Context: an optimization exercise on an open-source flow, tuned for small area and a short achievable clock period. The choices shown serve that exercise and are no tape-out recipe.
The RTL was checked by simulation tests, not by an equivalence proof against the original design.
Power is estimated from default activity; no workload was simulated.

<file path="config.mk">
export PLATFORM = sky130hd
export DESIGN_NAME = alu_decode_stage
export DESIGN_NICKNAME = alu_decode_stage
export VERILOG_FILES = /design/flow/design.v
export SDC_FILE = /design/flow/constraint.sdc
export NUM_CORES = 4
export LEC_CHECK = 0
export CAP_MARGIN = 20
export CORE_MARGIN = 2
export CORE_UTILIZATION = 60
export CTS_CLUSTER_DIAMETER = 70
export CTS_CLUSTER_SIZE = 24
export SETUP_SLACK_MARGIN = 2.5
export SLEW_MARGIN = 20
export TNS_END_PERCENT = 0
</file>
<file path="constraint.sdc">
create_clock -name core_clock -period 5.5 [get_ports {clk}]
set_input_delay 1.1000 -clock core_clock [delete_from_list [all_inputs] [get_ports {clk}]]
set_output_delay 1.1000 -clock core_clock [all_outputs]
set_load 0.01 [all_outputs]
</file>
<file path="design.v">
package alu_pkg;
  localparam logic [3:0] OP_ADD  = 4'h0;
  localparam logic [3:0] OP_SUB  = 4'h1;
  localparam logic [3:0] OP_MULH = 4'h2;
  localparam logic [3:0] OP_MUL  = 4'h3;
  localparam logic [3:0] OP_DIV  = 4'h4;
  localparam logic [3:0] OP_REM  = 4'h5;
  localparam logic [3:0] OP_AND  = 4'h6;
  localparam logic [3:0] OP_OR   = 4'h7;
  localparam logic [3:0] OP_XOR  = 4'h8;
  localparam logic [3:0] OP_SLL  = 4'h9;
  localparam logic [3:0] OP_SRL  = 4'hA;
  localparam logic [3:0] OP_SRA  = 4'hB;
  localparam logic [3:0] OP_SLT  = 4'hC;
  localparam logic [3:0] OP_SLTU = 4'hD;
  localparam logic [3:0] OP_BEQ  = 4'hE;
  localparam logic [3:0] OP_ILL  = 4'hF;
  localparam logic [1:0] MX_IMMS = 2'b00;
  localparam logic [1:0] MX_IMMI = 2'b01;
  localparam logic [1:0] MX_RS2  = 2'b10;
  localparam logic [6:0] OPC_OP     = 7'b0110011;
  localparam logic [6:0] OPC_OPIMM  = 7'b0010011;
  localparam logic [6:0] OPC_LOAD   = 7'b0000011;
  localparam logic [6:0] OPC_STORE  = 7'b0100011;
  localparam logic [6:0] OPC_BRANCH = 7'b1100011;
  localparam logic [6:0] F7_BASE = 7'b0000000;
  localparam logic [6:0] F7_ALT  = 7'b0100000;
  localparam logic [6:0] F7_MUL  = 7'b0000001;
endpackage
module reg_file #(
  parameter int XLEN = 32
) (
  input  logic            clk,
  input  logic            rst,
  input  logic [4:0]      ra1,
  input  logic [4:0]      ra2,
  output logic [XLEN-1:0] rd1,
  output logic [XLEN-1:0] rd2,
  input  logic            we,
  input  logic [4:0]      wa,
  input  logic [XLEN-1:0] wd
);
  logic [XLEN-1:0] mem [1:31];
  logic [31:1] vld;
  logic [31:1] wsel;
  always_comb
    for (int i = 1; i < 32; i++) wsel[i] = we && wa == 5'(i);
  always_ff @(posedge clk)
    for (int i = 1; i < 32; i++)
      if (wsel[i]) mem[i] <= wd;
  always_ff @(posedge clk or posedge rst) begin
    if (rst) vld <= '0;
    else     vld <= vld | wsel;
  end
  logic byp1, byp2;
  logic [31:1] s1, s2;
  logic [XLEN-1:0] m1, m2;
  assign byp1 = we && wa == ra1 && ra1 != 5'd0;
  assign byp2 = we && wa == ra2 && ra2 != 5'd0;
  always_comb begin
    for (int i = 1; i < 32; i++) begin
      s1[i] = ra1 == 5'(i) && vld[i];
      s2[i] = ra2 == 5'(i) && vld[i];
    end
    m1 = '0;
    m2 = '0;
    for (int i = 1; i < 32; i++) begin
      m1 = m1 | ({XLEN{s1[i]}} & mem[i]);
      m2 = m2 | ({XLEN{s2[i]}} & mem[i]);
    end
  end
  assign rd1 = byp1 ? wd : m1;
  assign rd2 = byp2 ? wd : m2;
endmodule
import alu_pkg::*;
module alu_decode_stage
#(
  parameter int XLEN = 32
) (
  input  logic            clk,
  input  logic            rst,
  input  logic            in_valid,
  output logic            in_ready,
  input  logic [31:0]     instr,
  input  logic            wb_en,
  input  logic [4:0]      wb_addr,
  input  logic [XLEN-1:0] wb_data,
  output logic            out_valid,
  input  logic            out_ready,
  output logic [XLEN-1:0] A,
  output logic [XLEN-1:0] rs2,
  output logic [XLEN-1:0] immS,
  output logic [XLEN-1:0] immI,
  output logic [1:0]      IRMUX,
  output logic [3:0]      op_code,
  output logic [4:0]      rd_addr,
  output logic            rd_we,
  output logic            illegal
);
  function automatic [3:0] alu_op(input logic [2:0] f3, input logic alt);
    case (f3)
      3'b000:  alu_op = alt ? OP_SUB : OP_ADD;
      3'b001:  alu_op = OP_SLL;
      3'b010:  alu_op = OP_SLT;
      3'b011:  alu_op = OP_SLTU;
      3'b100:  alu_op = OP_XOR;
      3'b101:  alu_op = alt ? OP_SRA : OP_SRL;
      3'b110:  alu_op = OP_OR;
      default: alu_op = OP_AND;
    endcase
  endfunction
  function automatic [3:0] mul_op(input logic [2:0] f3);
    mul_op = f3 == 3'b000 ? OP_MUL : f3 == 3'b001 ? OP_MULH : f3 == 3'b100 ? OP_DIV : OP_REM;
  endfunction
  function automatic [3:0] br_op(input logic [2:0] f3);
    br_op = f3 == 3'b000 ? OP_BEQ : f3 == 3'b100 ? OP_SLT : OP_SLTU;
  endfunction
  logic [6:0] opc, f7;
  logic [2:0] f3;
  logic [4:0] rs1_a, rs2_a, rd_f;
  logic [3:0] op, d_op;
  logic [1:0] mx, d_mx;
  logic ok, wr, u1, u2, d_wr, d_u1, d_u2, shamt, hazard, accept, load;
  logic [XLEN-1:0] rd1, rd2;
  logic [31:1] busy, clr, set, live;
  logic [31:0] bz;
  logic h1, h2, h3;
  assign opc   = instr[6:0];
  assign f3    = instr[14:12];
  assign f7    = instr[31:25];
  assign rs1_a = instr[19:15];
  assign rs2_a = instr[24:20];
  assign rd_f  = instr[11:7];
  reg_file #(.XLEN(XLEN)) u_rf (
    .clk(clk), .rst(rst), .ra1(rs1_a), .ra2(rs2_a), .rd1(rd1), .rd2(rd2),
    .we(wb_en), .wa(wb_addr), .wd(wb_data)
  );
  always_comb begin
    op = OP_ILL;
    mx = MX_IMMS;
    ok = 1'b0;
    wr = 1'b0;
    u1 = 1'b0;
    u2 = 1'b0;
    case (opc)
      OPC_OP: begin
        ok = f7 == F7_BASE || (f7 == F7_ALT && (f3 == 3'b000 || f3 == 3'b101)) ||
             (f7 == F7_MUL && (f3 == 3'b000 || f3 == 3'b001 || f3 == 3'b100 || f3 == 3'b110));
        op = f7 == F7_MUL ? mul_op(f3) : alu_op(f3, f7 == F7_ALT);
        mx = MX_RS2;
        wr = 1'b1;
        u1 = 1'b1;
        u2 = 1'b1;
      end
      OPC_OPIMM: begin
        ok = f3 == 3'b001 ? f7 == F7_BASE : f3 == 3'b101 ? (f7 == F7_BASE || f7 == F7_ALT) : 1'b1;
        op = alu_op(f3, f3 == 3'b101 && f7 == F7_ALT);
        mx = MX_IMMI;
        wr = 1'b1;
        u1 = 1'b1;
      end
      OPC_LOAD: begin
        ok = 1'b1;
        op = OP_ADD;
        mx = MX_IMMI;
        wr = 1'b1;
        u1 = 1'b1;
      end
      OPC_STORE: begin
        ok = 1'b1;
        op = OP_ADD;
        u1 = 1'b1;
        u2 = 1'b1;
      end
      OPC_BRANCH: begin
        ok = f3 == 3'b000 || f3 == 3'b100 || f3 == 3'b110;
        op = br_op(f3);
        mx = MX_RS2;
        u1 = 1'b1;
        u2 = 1'b1;
      end
      default: ;
    endcase
  end
  assign d_op   = ok ? op : OP_ILL;
  assign d_mx   = ok ? mx : MX_IMMS;
  assign d_wr   = ok & wr;
  assign d_u1   = ok & u1;
  assign d_u2   = ok & u2;
  assign shamt  = opc == OPC_OPIMM && (f3 == 3'b001 || f3 == 3'b101);
  always_comb
    for (int i = 1; i < 32; i++) clr[i] = wb_en && wb_addr == 5'(i);
  assign live   = busy & ~clr;
  function automatic logic pick(input logic [31:0] v, input logic [4:0] a);
    logic [15:0] l1; logic [7:0] l2; logic [3:0] l3; logic [1:0] l4;
    for (int k = 0; k < 16; k++) l1[k] = a[0] ? v[2*k+1] : v[2*k];
    for (int k = 0; k < 8; k++)  l2[k] = a[1] ? l1[2*k+1] : l1[2*k];
    for (int k = 0; k < 4; k++)  l3[k] = a[2] ? l2[2*k+1] : l2[2*k];
    for (int k = 0; k < 2; k++)  l4[k] = a[3] ? l3[2*k+1] : l3[2*k];
    pick = a[4] ? l4[1] : l4[0];
  endfunction
  assign bz     = {busy, 1'b0};
  assign h1     = d_u1 & pick(bz, rs1_a) & !(wb_en && wb_addr == rs1_a);
  assign h2     = d_u2 & pick(bz, rs2_a) & !(wb_en && wb_addr == rs2_a);
  assign h3     = d_wr & pick(bz, rd_f)  & !(wb_en && wb_addr == rd_f);
  assign hazard = h1 | h2 | h3;
  assign in_ready = !hazard && !(out_valid && !out_ready);
  assign accept = in_valid && in_ready;
  always_comb
    for (int i = 1; i < 32; i++) set[i] = accept && d_wr && rd_f == 5'(i);
  assign load = !out_valid || out_ready;
  always_ff @(posedge clk or posedge rst) begin
    if (rst) begin
      busy      <= '0;
      out_valid <= 1'b0;
    end else begin
      busy      <= live | set;
      out_valid <= accept || (out_valid && !out_ready);
    end
  end
  logic       q_sign, q_isign, q_sh, q_wr, q_we;
  logic [5:0] q_hi;
  logic [4:0] q_r2, q_rd;
  always_ff @(posedge clk) begin
    if (load) begin
      A       <= rd1;
      rs2     <= rd2;
      q_sign  <= instr[31];
      q_isign <= instr[31] & !shamt;
      q_hi    <= instr[30:25];
      q_r2    <= instr[24:20];
      q_rd    <= rd_f;
      q_sh    <= shamt;
      q_wr    <= d_wr;
      q_we    <= d_wr && rd_f != 5'd0;
      IRMUX   <= d_mx;
      op_code <= d_op;
    end
  end
  assign immS    = {{20{q_sign}}, q_sign, q_hi, q_rd};
  assign immI    = {{20{q_isign}}, q_isign, q_hi & {6{!q_sh}}, q_r2};
  assign rd_addr = q_rd & {5{q_wr}};
  assign rd_we   = q_we;
  assign illegal = &op_code;
endmodule
</file>
<file path="flow/run.sh">
#!/bin/bash
# The standard layout (standard.sh) with these changes:
#  - synthesis: synth_recipe.tcl unchanged, preceded by abc_remap.tcl, which re-maps the logic
#    feeding in_ready for delay after the standard ABC mapping;
#  - the port buffers are plain buf_2 cells rather than the delay-buffer cell buffer_ports picks;
#  - the resizer may swap a cell for one of another footprint (MATCH_CELL_FOOTPRINT=0).
# Each tool's output goes to a log file in this folder.
set -o pipefail
W=$PWD
python3 "$W/flow/genfuncs.py" "$FLOW_HOME/platforms/sky130hd/lib/sky130_fd_sc_hd__tt_025C_1v80.lib" \
  "$W/cellfuncs.v" > genfuncs.log 2>&1 || exit 1
{ cat "$W/flow/abc_remap.tcl"; cat "$W/synth_recipe.tcl"; } > "$W/remap_synth.tcl"
export CELLFUNCS="$W/cellfuncs.v"
export BUFFER_PORTS_ARGS="-buffer_cell sky130_fd_sc_hd__buf_2"
bash standard.sh MATCH_CELL_FOOTPRINT=0 SYNTH_SCRIPT="$W/remap_synth.tcl" finish > standard_flow.log 2>&1
</file>
<file path="flow/abc_remap.tcl">
# Sourced ahead of the standard flow's synth_recipe.tcl. ORFS's ABC step first maps the whole design with the
# standard script, as usual. The cells in the input cone of in_ready (up to the flip-flops) are
# then turned back into logic gates, using each liberty cell's function (cellfuncs.v, made by
# genfuncs.py from the platform's liberty file), and mapped again with ABC's delay-oriented
# "map" script (ORFS's abc_area.script). Only combinational cells are re-mapped: the flip-flops
# were mapped by dfflibmap before ABC runs, so the registers are those of the standard synthesis.
proc abc {args} {
  set i [lsearch $args -script]
  set fast [lreplace $args $i [expr {$i + 1}] -script $::env(SCRIPTS_DIR)/abc_area.script]
  yosys abc {*}$args
  yosys select -set cone o:in_ready %ci*:-sky130_fd_sc_hd__edfxtp_1,sky130_fd_sc_hd__dfrtp_1
  yosys techmap -map $::env(CELLFUNCS) @cone
  yosys opt_clean
  yosys techmap
  yosys opt -fast
  yosys abc {*}$fast
}
</file>
<file path="flow/genfuncs.py">
# Generate a yosys techmap file giving each single-output combinational liberty cell its logic
import re,sys
lib=open(sys.argv[1]).read()
out=[]
for m in re.finditer(r'\n\s*cell\s*\(\s*"?(\w+)"?\s*\)\s*\{',lib):
    name=m.group(1); start=m.end()
    # find the cell body by brace matching
    depth=1;i=start
    while depth:
        c=lib[i]
        if c=='{':depth+=1
        elif c=='}':depth-=1
        i+=1
    body=lib[start:i]
    if 'ff (' in body or 'ff(' in body or 'latch' in body or 'statetable' in body: continue
    pins=[]; outs=[]
    for pm in re.finditer(r'\n\s*pin\s*\(\s*"?(\w+)"?\s*\)\s*\{',body):
        pn=pm.group(1); s=pm.end(); d=1; j=s
        while d:
            c=body[j]
            if c=='{':d+=1
            elif c=='}':d-=1
            j+=1
        pb=body[s:j]
        dm=re.search(r'direction\s*:\s*"?(\w+)"?',pb)
        if not dm: continue
        fm=re.search(r'function\s*:\s*"([^"]*)"',pb)
        pins.append((pn,dm.group(1)))
        if dm.group(1)=='output': outs.append((pn,fm.group(1) if fm else None))
    if len(outs)!=1 or outs[0][1] is None: continue
    f=outs[0][1]
    if 'VPWR' in f or 'VGND' in f: continue
    ins=[p for p,d in pins if d=='input']
    if not ins: continue
    e=f.replace('!','~').replace('+','|')
    e=re.sub(r"(\w+)'",r'~\1',e)
    toks=set(re.findall(r'[A-Za-z_]\w*',e))
    if not toks<=set(ins): continue
    out.append(f"module {name} ({', '.join(ins+[outs[0][0]])});\n" + ''.join(f"  input {p};\n" for p in ins) + f"  output {outs[0][0]};\n  assign {outs[0][0]} = {e};\nendmodule\n")
open(sys.argv[2],'w').write(''.join(out))
print(len(out),'cells')
</file>
<file path="standard.sh">
#!/bin/bash
# synth_recipe.tcl (not shown) runs the flow's synth.tcl, then flattens the netlist and writes it again
# the make line also repeats each setting of config.mk as NAME=value (left out here)
make -C /OpenROAD-flow-scripts/flow DESIGN_CONFIG=/design/flow/config.mk WORK_HOME=/design/flow/orfs CLKGATE_MAP_FILE= SYNTH_SCRIPT=/design/flow/synth_recipe.tcl "${@:-finish}"
</file>
==> results.py, run 1 <==
metrics = {
    "die": {
        "rows": 105,
        "initial_core_util_pct": 60.4,
        "core_um2": 81700,
        "pin_count": 217,
        "die_h_um": 291,
        "die_width_um": 291,
        "dieArea_um2": 84600,
    },
    "sta": {
        "max_slew.worst_pin.slew_ns": 1.36,
        "period_share_pct": 67.4,
        "relSlewSlack_pct": 9.05,
        "hold_violations": 0,
        "fin_crit_ns": 3.71,
        "maxSlewViolCount": 0,
        "finalSetupTns_ns": 0,
        "fmax_mhz": 270,
        "rsz0062_at_grt": "true",
        "finalSetupViolations": 0,
        "timing.clock.skew_ns": 0.0357,
    },
    "clock_tree": {
        "cts.clk_slew.worst_paths_ns": 0.11,
        "cts_sinks": 1146,
        "cts_buffers": 59,
        "clk_path_buf_depth": 3,
        "hold_buffers": 0,
        "cts_tree": "done",
        "root_buffer": "clkbuf_16",
        "clock_latency_ns": 0.71,
        "cts_max_level": 2,
    },
    "route": {
        "dr.pass1.iters": 17,
        "drtIter0Drc": 12300,
        "routed_wirelength_mm": 226,
        "via_per_inst": 8.48,
        "via_count": 42100,
        "wire_per_inst_um": 45.4,
        "route.antenna.remaining_nets": 0,
        "drc_errors": 0,
    },
    "pwr": {
        "p_per_area_nw_per_um2": 300,
        "pwr-share-clk_pct": 31.0,
        "ir_worst_vdd_uv": 306,
        "switching_power_w": 0.00395,
        "intPower_w": 0.0123,
        "switching_share_pct": 24.3,
        "power_frac_seq_pct": 61.3,
        "combPwrFrac_pct": 7.7,
        "leakage_nw": 18.9,
    },
    "grt": {
        "grt_overflow": 0,
        "antenna_found_initial": 21,
        "grt_pass1_wl_mm": 304,
        "grt_use_total_pct": 52.0,
        "grt_pass1_vias": 38900,
        "grt_max_degree": 65,
    },
    "placed_design": {
        "gp_congestion": 1.01,
        "port_buffers": 216,
        "post_dp_cell_area_um2": 51800,
        "hpwlAfterDp_mm": 121,
    },
    "cells_and_area": {
        "nets": 3924,
        "fin_area_um2": 54400,
        "drive_above_1_share_pct": 16.5,
        "syn2layout_area_growth_pct": 10.2,
    },
    "logic_synthesis": {
        "synth-async-reset-ratio_pct": 5.50,
        "synth_ff_type": "edfxtp_1",
        "ys_top_cells_by_area": "edfxtp_1 66%, a22oi_1 13%, nand2_1 3.4%",
        "yosysUniqueCellTypes": 57,
        "synth_nets": 3812,
        "yosysSeqAreaShare_pct": 69.1,
        "ys_seq_elements": 1146,
        "synth_edf_count": 1083,
        "syn_inst": 3738,
        "syn_avg_cell_area_um2": 13.2,
        "synth_largest_area_cell": "edfxtp_1",
        "synth_top_area_share_pct": 65.9,
        "yosysWarnings": 3,
        "netlist_area_um2": 49400,
    },
    "critical_path": {
        "crit_fanout": 18,
        "crit_type": "in -> reg",
        "arrival_ns": 4.18,
        "worstPathRequired_ns": 5.97,
        "startpoint_type": "input port",
        "end_kind": "flop",
    },
    "flow_run": {
        "maxCapViolations": 0,
    },
    "worst_hold_path": {
        "hold_path.class": "in -> async",
    },
    "run_status": {
        "outcome": "timing/DRC/antenna clean",
    },
}
==> state kept, by name, indices dropped and copies added, names as in the netlist, 2 cells and up <==
register and count:
u_rf.mem 992, IRMUX 2, u_rf.vld 31, q_rd 5
q_r2 5, A 32, op_code 4, rs2 32
q_hi 6, busy 31
==> power groups by stage <==
stage,Clock (W),Combinational (W),Sequential [W]
final,0.00505,0.00126,0.00998
after CTS,0.00497,0.00116,0.00996
after detailed placement,0,0.00113,0.0102
after floorplan,0,0.000529,0.0101
after global placement,0,0.00112,0.0102
after global routing,0.00524,0.00129,0.00999
==> layout by cell type, fill, tap and decap left out, types with 63 or more instances in the layout <==
cell	netlist	routed
a222oi_1	64	64
a22oi_1	876	876
buf_2	6	196
buf_4	45	141
clkbuf_16	0	63
dfrtp_1	63	63
edfxtp_1	1083	1083
nand2_1	443	436
nand3_1	147	136
nor2_1	134	109
nor3_1	96	95
==> worst paths after layout <==
path | startpoint | slack [ns] | cells past startpoint | to
worst max-delay path | instr[15] | 1.79 | 9 | A[27]$_DFFE_PN_
worst min-delay path | rst | 0.41 | 2 | u_rf.vld[1]$_DFF_PP0_
worst max register to register | u_rf.vld[11]$_DFF_PP0_ | 2.43 | 5 | A[27]$_DFFE_PN_
worst min register to register | u_rf.vld[14]$_DFF_PP0_ | 0.51 | 1 | u_rf.vld[14]$_DFF_PP0_
max in group asynchronous | rst | 4.11 | 3 | busy[24]$_DFF_PP0_
min in group core_clock | u_rf.vld[14]$_DFF_PP0_ | 0.51 | 1 | u_rf.vld[14]$_DFF_PP0_
==> layout make-up <==
type	instances	area (µm²)
fill	5866	27300
antenna	21	52.6
clock buffer	67	1510
timing repair inverter	3	25.0
tap	1070	1340
sequential	1146	34100
timing repair buffer	375	2750
multi-input combinational	2186	14000
inverter	79	348
clock inverter	22	262
==> critical path: stages <==
cell and delay (ns):
buf_16 0.09, buf_4 0.15, buf_4 0.12, and3b_1 0.25, and4b_2 0.97, buf_4 0.64
a22oi_1 0.18, and3_1 0.25, a41oi_1 0.36
==> cell families (layout without fill, tap and decap cells) <==
logic type / count (synthesis) / after routing / share of synthesized area, %
flops: 1146 / 1146 / 69.1
compound gates: 1110 / 1110 / 16.8
simple gates: 1069 / 1069 / 10.4
buf+inv: 406 / 546 / 3.54
xor+xnor: 7 / 7 / 0.124
other cells: 0 / 21 / 0
==> per-layer routing <==
layer,routed length (µm),part of all wire [%],track usage [%]
met1,69200,31,64.7
met2,88900,39,70.8
met3,45400,20,26.8
met4,21900,9.7,34.3
met5,322,0.14,1.42
==> timing repair <==
action,CTS,global route
pin swaps,11,21
resized for setup,76,61
gates cloned,2,5
endpoints found under the setup margin,117,208
setup buffers,11,12
endpoints found under the hold margin,0,0
==> Yosys cell counts, drive strengths merged, types with 18 or more instances <==
| cell type | number |
|---|---|
| edfxtp | 1083 |
| a22oi | 876 |
| nand2 | 444 |
| clkbuf | 268 |
| nand3 | 150 |
| nor2 | 135 |
| nor3 | 96 |
| inv | 78 |
| a222oi | 64 |
| dfrtp | 63 |
| a31oi | 61 |
| buf | 59 |
| nand4 | 58 |
| o21ai | 58 |
| and3 | 30 |
| nor4 | 30 |
| and4b | 29 |
| or2 | 18 |
==> stage by stage <==
stage	instances	utilization [%]	power [W]	worst slack (ns)	hold WS, ns
4_1_cts	4931	66.0	0.0161	2.03	0.429
3_5_place_dp	4829	63.4	0.0113	1.20	0.478
6_report	4969	66.6	0.0163	1.79	0.406
3_3_place_gp	4829	63.4	0.0113	1.10	0.478
2_1_floorplan	3738	-	0.0107	2.13	0.440
5_1_grt	4952	66.5	0.0165	1.98	0.455
==> run 2: changes to the inputs <==
--- a/config.mk
+++ b/config.mk
@@ -7,5 +7,5 @@
 export LEC_CHECK = 0
-export CAP_MARGIN = 20
+export CAP_MARGIN = 0
 export CORE_MARGIN = 2
-export CORE_UTILIZATION = 60
+export CORE_UTILIZATION = 50
 export CTS_CLUSTER_DIAMETER = 70
@@ -13,3 +13,3 @@
 export SETUP_SLACK_MARGIN = 2.5
-export SLEW_MARGIN = 20
+export SLEW_MARGIN = 0
 export TNS_END_PERCENT = 0
==> run 2 against run 1 <==
  * Worst hold slack better by 0.087 ns
  * Critical path type unchanged
  * Global-route usage is 8.2 points lower
  * Routed wire length up 1.2%
  * Sequential share of layout area down 0.89 points
  * Still clean on timing, DRC and antenna
  * First-iteration DRC count is 13% lower
==> results.py, run 2 <==
metrics = {
    "run_status": {
        "outcome": "timing/DRC/antenna clean",
    },
    "die": {
        "dieArea_um2": 101000,
        "core_um2": 98100,
        "pin_count": 217,
        "initial_core_util_pct": 50.3,
        "die_h_um": 318,
        "die_width_um": 318,
        "rows": 115,
    },
    "logic_synthesis": {
        "synth_top_family_by_area": "compound AO/OA/AOI/OAI gates",
        "synth_nets": 3812,
        "synth_ff_type": "edfxtp_1",
        "synth_fa_ha_area_share_pct": 0,
        "synth_xor_area_share_pct": 0.124,
        "ys_top_cells_by_area": "edfxtp_1 66%, a22oi_1 13%, nand2_1 3.4%",
        "yosysSeqAreaShare_pct": 69.1,
        "yosysUniqueCellTypes": 57,
        "synth_top_cells_by_count": "1083 x edfxtp_1, 876 x a22oi_1, 443 x nand2_1, 267 x clkbuf_1, 147 x nand3_1",
        "synth_largest_area_cell": "edfxtp_1",
        "post-synth-top-count-cell": "edfxtp_1",
        "syn_avg_cell_area_um2": 13.2,
        "netlist_area_um2": 49400,
        "syn_inst": 3738,
        "synth_mux_area_share_pct": 0,
        "synth_compound_area_share_pct": 16.8,
        "synth_top_area_share_pct": 65.9,
        "yosysWarnings": 3,
        "synth-async-reset-ratio_pct": 5.50,
        "synth-simple-area-share_pct": 10.4,
        "ys_seq_elements": 1146,
        "synth_edf_count": 1083,
    },
    "clock_tree": {
        "cts_max_level": 3,
        "clk_path_buf_depth": 3,
        "cts.clk_slew.worst_paths_ns": 0.10,
        "cts_tree": "done",
        "clock_latency_ns": 0.69,
        "cts_buffers": 67,
        "cts_sinks": 1146,
        "root_buffer": "clkbuf_16",
    },
    "sta": {
        "period_share_pct": 65.4,
        "fin_crit_ns": 3.60,
        "rsz0062_at_grt": "true",
        "finalSetupViolations": 0,
        "finalSetupTns_ns": 0,
        "whs_ns": 0.493,
        "maxSlewViolCount": 0,
        "fmax_mhz": 278,
        "max_slew.worst_pin.slew_ns": 1.42,
        "timing.clock.skew_ns": 0.0252,
        "hold_violations": 0,
        "relSlewSlack_pct": 5.22,
    },
    "grt": {
        "grt_max_degree": 64,
        "grt.met1_usage_pct": 57.3,
        "antenna_found_initial": 5,
        "grt_util_met3_pct": 15.2,
        "use_met2_pct": 62.6,
        "grt_pass1_wl_mm": 306,
        "grt_overflow": 0,
        "grt_pass1_vias": 37300,
        "busiest_layer": "met2",
        "grt_use_total_pct": 43.8,
    },
    "route": {
        "wire_per_inst_um": 43.8,
        "dr.pass1.iters": 10,
        "route.antenna.remaining_nets": 0,
        "drtIter0Drc": 10800,
        "drc_errors": 0,
        "via_per_inst": 7.79,
        "routed_wirelength_mm": 228,
        "via_count": 40600,
    },
    "critical_path": {
        "rr_worst_depth": 6,
        "critPathLaunch": "instr[18]",
        "end_kind": "flop",
        "worstPathRequired_ns": 5.98,
        "r2r-start": "u_rf.vld[28]$_DFF_PP0_",
        "arrival_ns": 4.07,
        "worstSetupEndpoint": "A[16]$_DFFE_PN_",
        "crit_type": "in -> reg",
        "r2r_setup_slack_ns": 2.67,
        "startpoint_type": "input port",
        "worstReg2RegEnd": "A[3]$_DFFE_PN_",
        "crit_fanout": 18,
    },
    "cells_and_area": {
        "fill_cells": 8046,
        "drive_above_1_share_pct": 16.9,
        "seq_area_um2": 34100,
        "multi_input_area_um2": 13900,
        "final_common_cell": "edfxtp_1",
        "largest_reg_flops": 992,
        "reg_top3": "u_rf.mem (992), A (32), rs2 (32)",
        "regMostFlops": "u_rf.mem",
        "nets": 3955,
        "syn2layout_area_growth_pct": 11.8,
        "final_core_util_pct": 56.2,
        "final_cell_mix": "1083 x edfxtp_1, 876 x a22oi_1, 442 x nand2_1, 200 x buf_2, 155 x buf_4",
    },
    "pwr": {
        "p_per_area_nw_per_um2": 308,
        "leakage_nw": 19.3,
        "ir_worst_vdd_uv": 325,
    },
    "placed_design": {
        "port_buffers": 216,
        "hpwlAfterDp_mm": 127,
        "gp_congestion": 0.953,
    },
    "flow_run": {
        "maxCapViolations": 0,
    },
    "worst_hold_path": {
        "hold_path.class": "reg -> reg",
    },
}
run 2: timing repair:
| item | 4_1_cts | 5_1_grt |
|---|---|---|
| pin swaps | 6 | 14 |
| hold buffers | 0 | 0 |
| buffers inserted | 18 | 7 |
| gates resized for setup | 72 | 28 |
| setup endpoints to repair | 140 | 279 |
| cloned | 2 | 1 |
run 2: layout make-up:
type / count / area share [%]
diodes: 6 / 0.0272
clock buffers: 78 / 3.35
clock inverters: 36 / 0.699
inverters: 79 / 0.617
multi-input cells: 2187 / 25.2
flip-flops and latches: 1146 / 61.8
well taps: 1287 / 2.92
repair buffers: 399 / 5.41
repair inverters: 1 / 0.0136
run 2: cell families after synthesis:
group                     after synthesis
DFF                                  1146
AOI/OAI and AO/OA                    1110
and+or+nand+nor                      1069
buffers and inverters                 406
xor gates and xnor gates                7
run 2: per-stage QoR:
stage	cell area (µm²)	total power (W)	setup slack [ns]	instances
after floorplan	49400	0.0107	2.13	3738
after global placement	52400	0.0113	1.27	5071
after detailed placement	52400	0.0113	1.31	5071
after CTS	55000	0.0169	1.98	5205
after global routing	55200	0.0173	1.89	5213
final	55200	0.0170	1.90	5219
run 2: critical path, cell delays in order:
cell and delay [ns]:
clkbuf_4 0.20, nor3_1 0.51, and4_2 1.18, buf_4 0.42
a22oi_1 0.13, nand2_1 0.13, nor3_1 0.06, a31oi_1 0.31
run 2: worst min path at each step:
| stage | start | slack (ns) | endpoint | cells after the start |
|---|---|---|---|---|
| 2_1_floorplan | u_rf.vld[1]$_DFF_PP0_ | 0.44 | u_rf.vld[1]$_DFF_PP0_ | 1 |
| 3_3_place_gp | u_rf.vld[26]$_DFF_PP0_ | 0.47 | u_rf.vld[26]$_DFF_PP0_ | 1 |
| 3_5_place_dp | u_rf.vld[28]$_DFF_PP0_ | 0.47 | u_rf.vld[28]$_DFF_PP0_ | 1 |
| 4_1_cts | u_rf.vld[28]$_DFF_PP0_ | 0.49 | u_rf.vld[28]$_DFF_PP0_ | 1 |
| 5_1_grt | u_rf.vld[28]$_DFF_PP0_ | 0.51 | u_rf.vld[28]$_DFF_PP0_ | 1 |
| 6_report | u_rf.vld[28]$_DFF_PP0_ | 0.49 | u_rf.vld[28]$_DFF_PP0_ | 1 |
run 2: power by group:
part           total, W  leakage, nW  switching [W]  internal, W
registers       0.00997         10.7       0.000157      0.00981
logic           0.00124         7.51       0.000862     0.000381
clock network   0.00577         1.09        0.00313      0.00265
total            0.0170         19.3        0.00415       0.0128
run 2: metal layers:
metal  up-vias  share of wire (%)
met5         -             0.0083
li1      15200                  -
met4         4                8.3
met2      4836                 41
met3      1213                 18
met1     19400                 33
==> run 3: changes to the inputs <==
--- a/flow/run.sh
+++ b/flow/run.sh
@@ -2,4 +2,4 @@
 # The standard layout (standard.sh) with these changes:
-#  - synthesis: synth_recipe.tcl unchanged, preceded by abc_remap.tcl, which re-maps the logic
-#    feeding in_ready for delay after the standard ABC mapping;
+#  - synthesis: synth_recipe.tcl unchanged, preceded by abc_remap.tcl, which maps the design with
+#    abc_main.script and then re-maps the logic feeding in_ready for delay;
 #  - the port buffers are plain buf_2 cells rather than the delay-buffer cell buffer_ports picks;
@@ -13,2 +13,3 @@
 export CELLFUNCS="$W/cellfuncs.v"
+export ABC_MAIN_SCRIPT="$W/flow/abc_main.script"
 export BUFFER_PORTS_ARGS="-buffer_cell sky130_fd_sc_hd__buf_2"
==> flow/abc_main.script (new file) <==
strash
&get -n
&fraig -x
&put
scorr
dc2
dretime
strash
&get -n
&dch -f
&nf -D 3000
&put
buffer -c
upsize -c -D 3000
dnsize -c -D 3000
stime -p
==> flow/abc_remap.tcl (replaced) <==
# Sourced ahead of the standard flow's synth_recipe.tcl. It replaces the ABC step of ORFS's synthesis:
#  1. the whole design is mapped with abc_main.script, an area-leaning script (the classic
#     fraig/scorr/dc2 clean-up, then &dch and &nf mapping with a loose delay target);
#  2. the cells in the input cone of in_ready (up to the flip-flops) are turned back into logic
#     gates, using each liberty cell's function (cellfuncs.v, made by genfuncs.py from the
#     platform's liberty file), and mapped again with ABC's delay-oriented "map" script
#     (ORFS's abc_area.script).
# Only combinational cells are mapped here: the flip-flops were mapped by dfflibmap before ABC
# runs, so the registers are those of the standard synthesis.
proc abc {args} {
  set i [lsearch $args -script]
  set main [lreplace $args $i [expr {$i + 1}] -script $::env(ABC_MAIN_SCRIPT)]
  set fast [lreplace $args $i [expr {$i + 1}] -script $::env(SCRIPTS_DIR)/abc_area.script]
  yosys abc {*}$main
  yosys select -set cone o:in_ready %ci*:-sky130_fd_sc_hd__edfxtp_1,sky130_fd_sc_hd__dfrtp_1
  yosys techmap -map $::env(CELLFUNCS) @cone
  yosys opt_clean
  yosys techmap
  yosys opt -fast
  yosys abc {*}$fast
}
==> run 3 against run 2 <==
  * Still clean on timing, DRC and antenna
  * Register-to-register slack worse by 0.04 ns
  * Sequential power about the same
  * Clock skew up 0.017 ns
  * Sequential share of layout area up 1.1 points
  * Sequential cell count unchanged
  * Clock power down 4.5%
  * Non-clock buffer count down 9
  * Synthesized area down 2.6%
  * Power down 0.45%
  * Cell area down 1.7%
  * Synthesized cell count down 10%
  * Die area down 2.5%
  * Critical path type is now in -> out
==> results.py, run 3 <==
metrics = {
    "grt": {
        "grt_use_total_pct": 46.0,
        "grt_overflow": 0,
        "grt_pass1_wl_mm": 311,
        "antenna_found_initial": 16,
        "grt_pass1_vias": 38000,
        "grt_max_degree": 64,
    },
    "route": {
        "drc_errors": 0,
        "dr.pass1.iters": 24,
        "via_count": 40900,
        "via_per_inst": 8.42,
        "routed_wirelength_mm": 232,
        "wire_per_inst_um": 47.8,
        "route.antenna.remaining_nets": 0,
        "drtIter0Drc": 15600,
    },
    "cells_and_area": {
        "final_common_cell": "edfxtp_1",
        "regMostFlops": "u_rf.mem",
        "final_core_util_pct": 57.0,
        "final_cell_mix": "1083 x edfxtp_1, 442 x a222oi_1, 306 x nand2_1, 197 x buf_2, 158 x a22oi_1",
        "syn2layout_area_growth_pct": 12.8,
        "stdcell_count": 4852,
        "drive_above_1_share_pct": 18.7,
        "reg_top3": "u_rf.mem (992), A (32), rs2 (32)",
        "fin_area_um2": 54200,
        "nets": 3611,
        "largest_reg_flops": 992,
    },
    "sta": {
        "rsz0062_at_grt": "true",
        "hold_violations": 0,
        "fmax_mhz": 281,
        "setup_slack_ns": 1.95,
        "fin_crit_ns": 3.55,
        "finalSetupTns_ns": 0,
        "relSlewSlack_pct": 8.20,
        "max_slew.worst_pin.slew_ns": 1.37,
        "maxSlewViolCount": 0,
        "timing.clock.skew_ns": 0.0425,
        "finalSetupViolations": 0,
        "period_share_pct": 64.6,
    },
    "critical_path": {
        "startpoint_type": "input port",
        "cp_cell_sequence": "clkbuf_4, inv_1, nand3_1, inv_2, nand3_2, nand2_2, nand2_2, nand2_4, nand4_1, buf_6, o21ai_4, nor2_2, buf_2",
        "worstPathRequired_ns": 4.40,
        "cp_common_cell": "nand2_2",
        "r2r-start": "u_rf.vld[21]$_DFF_PP0_",
        "r2r_setup_slack_ns": 2.63,
        "arrival_ns": 2.45,
        "crit_fanout": 12,
        "crit_path_top_delay_cell": "clkbuf_4",
        "crit_type": "in -> out",
        "end_kind": "output port",
        "slowest_delay_ns": 0.17,
        "rr_worst_depth": 6,
        "worstReg2RegEnd": "rs2[27]$_DFFE_PN_",
    },
    "worst_hold_path": {
        "min_to": "u_rf.vld[13]$_DFF_PP0_",
        "hold_start": "u_rf.vld[13]$_DFF_PP0_",
        "min_path_cells": 1,
        "hold_path.class": "reg -> reg",
    },
    "clock_tree": {
        "cts_tree": "done",
        "cts_buffers": 66,
        "clk_path_buf_depth": 3,
        "root_buffer": "clkbuf_16",
        "cts_max_level": 3,
        "cts_sinks": 1146,
        "clock_latency_ns": 0.67,
        "hold_buffers": 0,
        "cts.clk_slew.worst_paths_ns": 0.08,
    },
    "die": {
        "die_width_um": 314,
        "pin_count": 217,
        "rows": 113,
        "core_um2": 95200,
        "die_h_um": 314,
        "dieArea_um2": 98700,
        "initial_core_util_pct": 50.6,
    },
    "logic_synthesis": {
        "synth_largest_area_cell": "edfxtp_1",
        "yosysWarnings": 3,
        "synth_nets": 3430,
        "syn_inst": 3356,
        "yosysUniqueCellTypes": 58,
        "synth_top_cells_by_count": "1083 x edfxtp_1, 442 x a222oi_1, 316 x nand2_1, 210 x clkbuf_1, 170 x nor2_1",
        "synth_top_area_share_pct": 67.6,
        "synth-async-reset-ratio_pct": 5.50,
        "ys_seq_elements": 1146,
        "ys_top_cells_by_area": "edfxtp_1 68%, a222oi_1 9.2%, dfrtp_1 3.3%",
        "synth_ff_type": "edfxtp_1",
        "syn_avg_cell_area_um2": 14.3,
        "post-synth-top-count-cell": "edfxtp_1",
        "synth_edf_count": 1083,
        "netlist_area_um2": 48100,
        "yosysSeqAreaShare_pct": 70.9,
    },
    "flow_run": {
        "maxCapViolations": 0,
    },
    "placed_design": {
        "port_buffers": 216,
        "pre_cts_ws_ns": 1.26,
        "hpwlAfterDp_mm": 125,
        "post_dp_cell_area_um2": 51600,
        "gp_congestion": 1.01,
        "placed_cells": 4719,
    },
    "pwr": {
        "ir_worst_vdd_uv": 257,
        "leakage_nw": 18.0,
        "p_per_area_nw_per_um2": 312,
    },
    "run_status": {
        "outcome": "timing/DRC/antenna clean",
    },
}
[run 3: cell types whose count changed after synthesis, sizes merged, moves of 27 or more]
cell	previous run	this run
nor2	135	176
a22oi	876	158
a31oi	61	23
nand4	58	123
nand2	444	317
o21ai	58	25
clkbuf	268	210
a222oi	64	442
nand3	150	123
and4b	29	0
a221oi	10	70
nor3	96	59
a22o	10	45
[run 3: worst max-delay path by stage]
stage / from / end / slack (ns) / cells past startpoint
after floorplan: out_ready / in_ready / 1.65 / 4
after global placement: instr[16] / A[14]$_DFFE_PN_ / 1.29 / 9
after detailed placement: instr[16] / A[6]$_DFFE_PN_ / 1.26 / 8
after CTS: instr[26] / in_ready / 1.96 / 13
after global routing: instr[14] / in_ready / 1.87 / 13
final: instr[14] / in_ready / 1.95 / 13
[run 3: final cells by class]
class / count / area, µm²
Inverter: 95 / 392
Clock buffer: 75 / 1790
Antenna cell: 13 / 32.5
Sequential cell: 1146 / 34100
Multi-Input combinational cell: 1838 / 13200
Fill cell: 7392 / 40900
Tap cell: 1265 / 1580
Clock inverter: 30 / 282
Timing Repair Buffer: 390 / 2880
[run 3: per-stage QoR]
step | hold slack (ns) | power, W
6_report | 0.492 | 0.0169
3_3_place_gp | 0.454 | 0.0115
4_1_cts | 0.491 | 0.0168
5_1_grt | 0.519 | 0.0172
2_1_floorplan | 0.440 | 0.0108
3_5_place_dp | 0.464 | 0.0115
[run 3: logic make-up after synthesis]
kind of cell	share of synthesized area, %
flops	70.9
simple gates	9.82
compound gates	15.9
buf+inv	3.31
xor+xnor	0.0911
[run 3: critical path, delay by kind of cell]
kind	cells	cell delay, ns
compound gates	1	0.16
simple gates	7	0.56
buf+inv	5	0.63
[run 3: what timing repair did]
action                     CTS  global route
resized for setup          109            37
pin swaps                   18            17
cloned                       0             0
buffers inserted            10             5
setup endpoints to repair  118           211
hold endpoints to repair     0             0
[run 3: layer usage]
layer  global-route usage [%]  share of wire [%]  wire length (µm)  vias to the layer above
met3                     21.7                 20             46200                     1523
met5                        0              0.039                90                        -
li1                         -                  -                 -                    14500
met2                     63.2                 40             92000                     5465
met1                     58.5                 32             73200                    19300
met4                     28.9                8.9             20600                       14
[run 3: power breakdown]
group	total (W)	switching (W)	internal, W	leakage [nW]
sequential	0.0100	0.000206	0.00984	10.7
combinational	0.00136	0.000944	0.000419	6.30
clock	0.00551	0.00307	0.00244	1.02
total	0.0169	0.00422	0.0127	18.0
==> run 4: changes to the inputs <==
--- a/config.mk
+++ b/config.mk
@@ -7,3 +7,3 @@
 export LEC_CHECK = 0
-export CAP_MARGIN = 0
+export CAP_MARGIN = 20
 export CORE_MARGIN = 2
@@ -13,3 +13,3 @@
 export SETUP_SLACK_MARGIN = 2.5
-export SLEW_MARGIN = 0
+export SLEW_MARGIN = 20
 export TNS_END_PERCENT = 0
==> run 4 against run 3 <==
  * Die area did not move
  * Sequential share of layout area barely moved
  * Largest cell class unchanged
  * Clock skew shrank 0.0020 ns
  * Clock power barely moved
  * Via count up 0.17%
  * Non-clock buffer count increased by 1
  * Cell count barely moved
  * Still clean on timing, DRC and antenna
  * Cell area barely moved
  * Synthesized cell count unchanged
  * Fmax is essentially flat
  * Synthesized area unchanged
  * Register-to-register slack barely moved
==> results.py, run 4 <==
metrics = {
    "logic_synthesis": {
        "synth-async-reset-ratio_pct": 5.50,
        "synth_top_cells_by_count": "1083 x edfxtp_1, 442 x a222oi_1, 316 x nand2_1, 210 x clkbuf_1, 170 x nor2_1",
        "post-synth-top-count-cell": "edfxtp_1",
        "synth_edf_count": 1083,
        "synth_top_area_share_pct": 67.6,
        "yosysUniqueCellTypes": 58,
        "netlist_area_um2": 48100,
        "synth_ff_type": "edfxtp_1",
        "ys_seq_elements": 1146,
        "yosysSeqAreaShare_pct": 70.9,
        "syn_inst": 3356,
        "yosysWarnings": 3,
        "ys_top_cells_by_area": "edfxtp_1 68%, a222oi_1 9.2%, dfrtp_1 3.3%",
        "synth_largest_area_cell": "edfxtp_1",
        "syn_avg_cell_area_um2": 14.3,
        "synth_nets": 3430,
    },
    "route": {
        "drc_errors": 0,
        "wire_per_inst_um": 47.9,
        "via_count": 40900,
        "route.antenna.remaining_nets": 0,
        "dr.pass1.iters": 23,
        "via_per_inst": 8.44,
        "routed_wirelength_mm": 232,
        "drtIter0Drc": 15400,
    },
    "clock_tree": {
        "clk_path_buf_depth": 3,
        "cts_buffers": 66,
        "root_buffer": "clkbuf_16",
        "cts_max_level": 3,
        "cts_sinks": 1146,
        "cts.clk_slew.worst_paths_ns": 0.08,
        "clock_latency_ns": 0.67,
        "cts_tree": "done",
    },
    "grt": {
        "grt_use_total_pct": 46.0,
        "grt_pass1_wl_mm": 311,
        "antenna_found_initial": 16,
        "grt_pass1_vias": 38000,
        "grt_max_degree": 64,
        "grt_overflow": 0,
    },
    "die": {
        "core_um2": 95200,
        "pin_count": 217,
        "initial_core_util_pct": 50.6,
        "die_h_um": 314,
        "dieArea_um2": 98700,
        "die_width_um": 314,
        "rows": 113,
    },
    "critical_path": {
        "cp_cell_sequence": "buf_6, nor2_4, nand2_2, nor2_4, nand3_2, nand2_2, nand2_2, nand2_4, nand4_1, buf_6, o21ai_4, nor2_2, buf_2",
        "crit_fanout": 3,
        "slowest_delay_ns": 0.16,
        "arrival_ns": 2.46,
        "worstPathRequired_ns": 4.40,
        "path_delay_family": "simple AND/OR/NAND/NOR gates",
        "end_kind": "output port",
        "cp_common_cell": "nand2_2",
        "startpoint_type": "input port",
        "crit_path_top_delay_cell": "buf_6",
        "crit_buf_inv": 3,
        "path_depth": 13,
        "rr_worst_depth": 6,
        "crit_type": "in -> out",
    },
    "sta": {
        "relSlewSlack_pct": 12.4,
        "rsz0062_at_grt": "true",
        "finalSetupTns_ns": 0,
        "hold_violations": 0,
        "finalSetupViolations": 0,
        "timing.clock.skew_ns": 0.0405,
        "max_slew.worst_pin.slew_ns": 1.31,
        "setup_slack_ns": 1.94,
        "fin_crit_ns": 3.56,
        "fmax_mhz": 281,
        "period_share_pct": 64.6,
        "maxSlewViolCount": 0,
    },
    "placed_design": {
        "gp_congestion": 1.01,
        "post_dp_cell_area_um2": 51600,
        "hpwlAfterDp_mm": 125,
        "pre_cts_ws_ns": 1.26,
        "port_buffers": 216,
    },
    "cells_and_area": {
        "syn2layout_area_growth_pct": 12.8,
        "reg_top3": "u_rf.mem (992), A (32), rs2 (32)",
        "drive_above_1_share_pct": 18.8,
        "final_cell_mix": "1083 x edfxtp_1, 442 x a222oi_1, 306 x nand2_1, 197 x buf_2, 158 x a22oi_1",
        "final_common_cell": "edfxtp_1",
        "nets": 3612,
        "fin_area_um2": 54300,
        "regMostFlops": "u_rf.mem",
        "largest_reg_flops": 992,
    },
    "pwr": {
        "combPwrFrac_pct": 8.1,
        "ir_worst_vdd_uv": 256,
        "p_per_area_nw_per_um2": 312,
        "power_frac_seq_pct": 59.4,
        "pwr-share-clk_pct": 32.5,
        "switching_power_w": 0.00421,
        "leakage_nw": 18.0,
        "intPower_w": 0.0127,
        "switching_share_pct": 24.9,
    },
    "run_status": {
        "outcome": "timing/DRC/antenna clean",
    },
    "flow_run": {
        "maxCapViolations": 0,
    },
    "worst_hold_path": {
        "hold_path.class": "reg -> reg",
        "min_path_cells": 1,
    },
}
run 4: cell counts after synthesis:
No cell type changed its count.
run 4: kinds of logic (layout without fill, tap and decap cells):
family / Yosys count / after routing / share of synthesized area, %
flops: 1146 / 1146 / 70.9
xor+xnor: 5 / 5 / 0.0911
compound gates: 868 / 868 / 15.9
other cells: 0 / 11 / 0
buf+inv: 372 / 591 / 3.31
simple gates: 965 / 965 / 9.82
run 4: worst paths after layout:
path,from,to,slack [ns]
max,instr[26],in_ready,1.94
min,u_rf.vld[13]$_DFF_PP0_,u_rf.vld[13]$_DFF_PP0_,0.49
max reg2reg,u_rf.vld[26]$_DFF_PP0_,rs2[27]$_DFFE_PN_,2.64
min reg2reg,u_rf.vld[13]$_DFF_PP0_,u_rf.vld[13]$_DFF_PP0_,0.49
max in group asynchronous,rst,busy[5]$_DFF_PP0_,4.15
min in group asynchronous,rst,busy[27]$_DFF_PP0_,0.70
run 4: layer usage:
metal  part of all wire (%)  track usage (%)  routed length, µm  vias up
met5                  0.059                0                138        -
met4                    9.1             28.9              21100       18
met3                     20             21.7              46600     1586
met2                     40             63.2              91800     5384
met1                     31             58.5              72600    19400
li1                       -                -                  -    14500
run 4: timing repair:
item / in CTS / in global routing
buffers inserted: 10 / 5
setup endpoints to repair: 118 / 202
hold buffers: 0 / 0
gates resized for setup: 109 / 37
pin swaps: 18 / 17
run 4: cell type report:
cell class                      count  area (µm²)
Antenna cell                       11        27.5
Sequential cell                  1146       34100
Fill cell                        7390       40900
Tap cell                         1265        1580
Clock buffer                       75        1790
Clock inverter                     30         282
Timing Repair Buffer              391        2900
Multi-Input combinational cell   1838       13200
Inverter                           95         393
run 4: per-stage QoR:
stage	utilization [%]	std cells	hold slack (ns)	total power (W)
final	57.0	4851	0.487	0.0169
after global routing	57.0	4842	0.519	0.0172
after CTS	56.8	4834	0.491	0.0168
after detailed placement	54.2	4719	0.464	0.0115
after global placement	54.2	4719	0.454	0.0115
after floorplan	-	3356	0.440	0.0108
run 4: power by group through the flow:
stage | Clock (W) | Combinational, W | Sequential, W
2_1_floorplan | 0 | 0.000575 | 0.0102
3_3_place_gp | 0 | 0.00125 | 0.0102
3_5_place_dp | 0 | 0.00126 | 0.0102
4_1_cts | 0.00548 | 0.00129 | 0.0100
5_1_grt | 0.00577 | 0.00141 | 0.0101
6_report | 0.00550 | 0.00136 | 0.0100

## what the ideal ports hide
The results above use ideal ports. As a check the final layouts listed here were re-extracted and re-timed, cells and wires unchanged.
Step 1, drivers: a clkbuf_16 drives clk and a buf_2 each remaining input, both assumed.
Step 2, shift: input delay + t, output delay - t, t = (earliest + latest rising clock arrival at the registers) / 2. This alone moves slack from input paths to output paths.
Three values: ideal, step 1, step 2; two values: the first two.
run | shift t [ns] | slack for setup (ns) | slew at the worst register clock pin (ns)
run 1 | 0.768 | 1.793 / 1.733 / 0.965 | 0.11 / 0.11
run 2 | 0.748 | 1.905 / 1.804 / 1.147 | 0.10 / 0.10
run 3 | 0.728 | 1.945 / 1.911 / 1.266 | 0.10 / 0.10
run 4 | 0.728 | 1.944 / 1.909 / 1.284 | 0.10 / 0.10
After both steps every run listed still meets setup and hold. The setup slack of run 1, which loses most, moves by -0.060 ns with the drivers and by -0.828 ns with both steps.
